Source: an optimization exercise on an open RTL-to-GDS flow (aim: small area, a short achievable clock period and few clock cycles per item). Production flows keep margins and buffers that such runs may drop.
The RTL was checked by simulation tests, not by an equivalence proof against the original design.
Power figures rest on the tool's default switching activity, not on a simulated workload.

## v6
==> flow/design.v (excerpt) <==
module mvm_top (
	input  logic           clk,
	input  logic           reset,
	input  logic           load_matrix,
	input  logic           load_vector,
	input  logic           start,
	input  mvm_pkg::elem_t data_in,
	output logic           done,
	output mvm_pkg::acc_t  data_out
);
For scale: roughly 8300 cells after synthesis, roughly 2900 flip-flops, about 30 I/O pins, ~95000 µm² of cells after synthesis.
make LEC_CHECK=0 ABC_AREA=1 CAP_MARGIN=20 CORE_MARGIN=2 CORE_UTILIZATION=50 SETUP_SLACK_MARGIN=3.2 SLEW_MARGIN=20 finish   # period 6.5 ns
run.sh (not shown) runs the stock make flow with config.mk's settings and CLKGATE_MAP_FILE= SYNTH_SCRIPT=/design/flow/synth_recipe.tcl, a recipe that flattens the netlist after the stock synthesis.
Testbench counts of v6, summed over its fixed seeds: cycles 10,104, items 192.
For v7, these inputs were changed with respect to v6:
--- a/flow/config.mk
+++ b/flow/config.mk
@@ -7,3 +7,4 @@
 export LEC_CHECK = 0
-export ABC_AREA = 1
+export ABC_AREA = 0
+export ABC_CLOCK_PERIOD_IN_PS = 3000
 export CAP_MARGIN = 20
@@ -11,3 +12,4 @@
 export CORE_UTILIZATION = 50
-export SETUP_SLACK_MARGIN = 3.2
+export CTS_BUF_LIST = sky130_fd_sc_hd__clkbuf_4 sky130_fd_sc_hd__clkbuf_8
+export SETUP_SLACK_MARGIN = 3.3
 export SLEW_MARGIN = 20
Findings:
The final report for v7 shows a completed flow and a layout that fails verification, specifically antenna rules.
Compared with v6, v7 shows total length of routed wires that has gone up slightly.
Largest vdd supply drop: v7 vs v6 down 4.4 µV
NOTE number of instances in the placed design v6->v7 decreased by a little under 10%
v6 vs v7, slowest cell on the critical path: sky130_fd_sc_hd__a221oi_1 vs sky130_fd_sc_hd__mux4_2
Summary: total net switching power, v7 better than v6
v7 vs v6 on initial antenna violation count: v7 is the higher one.
Compared v7 vs v6, and floorplan core area is up in v7.
Summary of v7 over v6: critical path buffer and inverter count up 4, synthesized cell count down 8.9%, post-layout instance area up about 3%.

========
Another version of the RTL of mvm_top (not shown whole).
Size in the first run: ~8,200 cells after synthesis, about 2,900 flip-flops.
==> flow/config.mk <==
export PLATFORM = sky130hd
export DESIGN_NAME = mvm_top
export DESIGN_NICKNAME = mvm_top
export VERILOG_FILES = /design/flow/design.v
export SDC_FILE = /design/flow/constraint.sdc
export NUM_CORES = 4
export LEC_CHECK = 0
export ABC_AREA = 1
export CAP_MARGIN = 20
export CORE_MARGIN = 2
export CORE_UTILIZATION = 50
export CTS_CLUSTER_DIAMETER = 100
export CTS_CLUSTER_SIZE = 24
export SETUP_SLACK_MARGIN = 3.6
export SLEW_MARGIN = 20
export TNS_END_PERCENT = 10
==> flow/constraint.sdc <==
create_clock -name core_clock -period 6.5 [get_ports {clk}]
set_input_delay 1.3000 -clock core_clock [delete_from_list [all_inputs] [get_ports {clk}]]
set_output_delay 1.3000 -clock core_clock [all_outputs]
set_load 0.01 [all_outputs]
The starting point completed with no timing, DRC or antenna violations.
Testbench counts at the start, summed over its fixed seeds: cycles 10,104, items 192.
Then changed:
- ABC_AREA: 1 -> 0
- ABC_CLOCK_PERIOD_IN_PS: default -> 3000
- SETUP_SLACK_MARGIN: 3.6 -> 3.4
- TNS_END_PERCENT: 10 -> default
After rerunning:
- The changed run finished with timing, DRC and antenna clean
- worst hold slack improves by 0.010 ns
- wire length went down by a few percent
- via count decreases by a little under a tenth
- maximum frequency grows slightly
- die area went up by a few percent
- count of clock-buffer cells in the layout increases by 7
- power fell by a few percent
Then changed:
- ABC_AREA: 0 -> 1
- ABC_CLOCK_PERIOD_IN_PS: 3000 -> default
- SETUP_SLACK_MARGIN: 3.4 -> 3.6
=> The new run finished clean; setup slack gains 0.099 ns; total power rises by 8.0%; final area falls by 2.2%; fmax rises by 3.3%; clock power barely changes; hold slack loses 0.0099 ns.
Then changed:
- CORE_UTILIZATION: 50 -> 60
Outcome: Worst setup slack gains 0.058 ns. Design area drops by 1.2%. Utilization climbs by 10 points. Synthesized cell count stays the same. Clock power drops by 3.3%.
Then changed:
- CORE_UTILIZATION: 60 -> 50
- CTS_CLUSTER_DIAMETER: 100 -> 80
- CTS_CLUSTER_SIZE: 24 -> 26
- SETUP_SLACK_MARGIN: 3.6 -> 3.4
The new run produced a clean layout.
Fmax fell by 5.7%.
Clock-buffer cell count grows by 12.
First-iteration DRC count fell by 20%.
Final area came out lower by 0.33%.
Non-clock buffer count went down by 37.
Total power goes up by about 2.6%.
Die area climbs by about 20%.
Area after synthesis is unchanged.
Global-route usage fell by 4.4 points.
Sequential share of layout area went up by 0.11 points.
Routed wire length is higher by about 0.34%.

re-timing with driven ports:
How much do the figures lean on ideal ports? The routed layouts below were timed once more, with nothing changed but the port constraints.
Step 1 (the two cells are an assumption about what drives the block):
set clk [get_ports {clk}]
set_driving_cell -lib_cell sky130_fd_sc_hd__clkbuf_16 $clk
set_driving_cell -lib_cell sky130_fd_sc_hd__buf_2 [delete_from_list [all_inputs] $clk]
Step 2 adds t to the input delays and takes it off the output delays; t is the mean of the earliest and latest rising clock arrival at the registers after step 1. Input paths then give back, and output paths get back, about the clock's delay inside the block.
Slacks: ideal ports / drivers / drivers and shift; pairs: ideal ports / drivers.
| run | shift t [ns] | slack for setup (ns) | worst slew at a driven data input, ns |
|---|---|---|---|
| v6 | 1.018 | 3.163 / 3.163 / 2.778 | 0.04 |
| v7 | 1.160 | 3.269 / 3.269 / 2.659 | 0.06 |
| the first run of note 2 | 0.944 | 3.387 / 3.356 / 2.900 | 0.06 |
| the second run of note 2 | 0.946 | 3.404 / 3.404 / 2.747 | 0.06 |
| the third run of note 2 | 0.941 | 3.502 / 3.502 / 2.956 | 0.06 |
| the fourth run of note 2 | 0.910 | 3.560 / 3.560 / 2.913 | 0.04 |
| the fifth run of note 2 | 0.931 | 3.384 / 3.384 / 2.965 | 0.06 |
The setup slack of the second run of note 2, which loses most, moves by 0.000 ns with the drivers and by -0.657 ns with both steps.
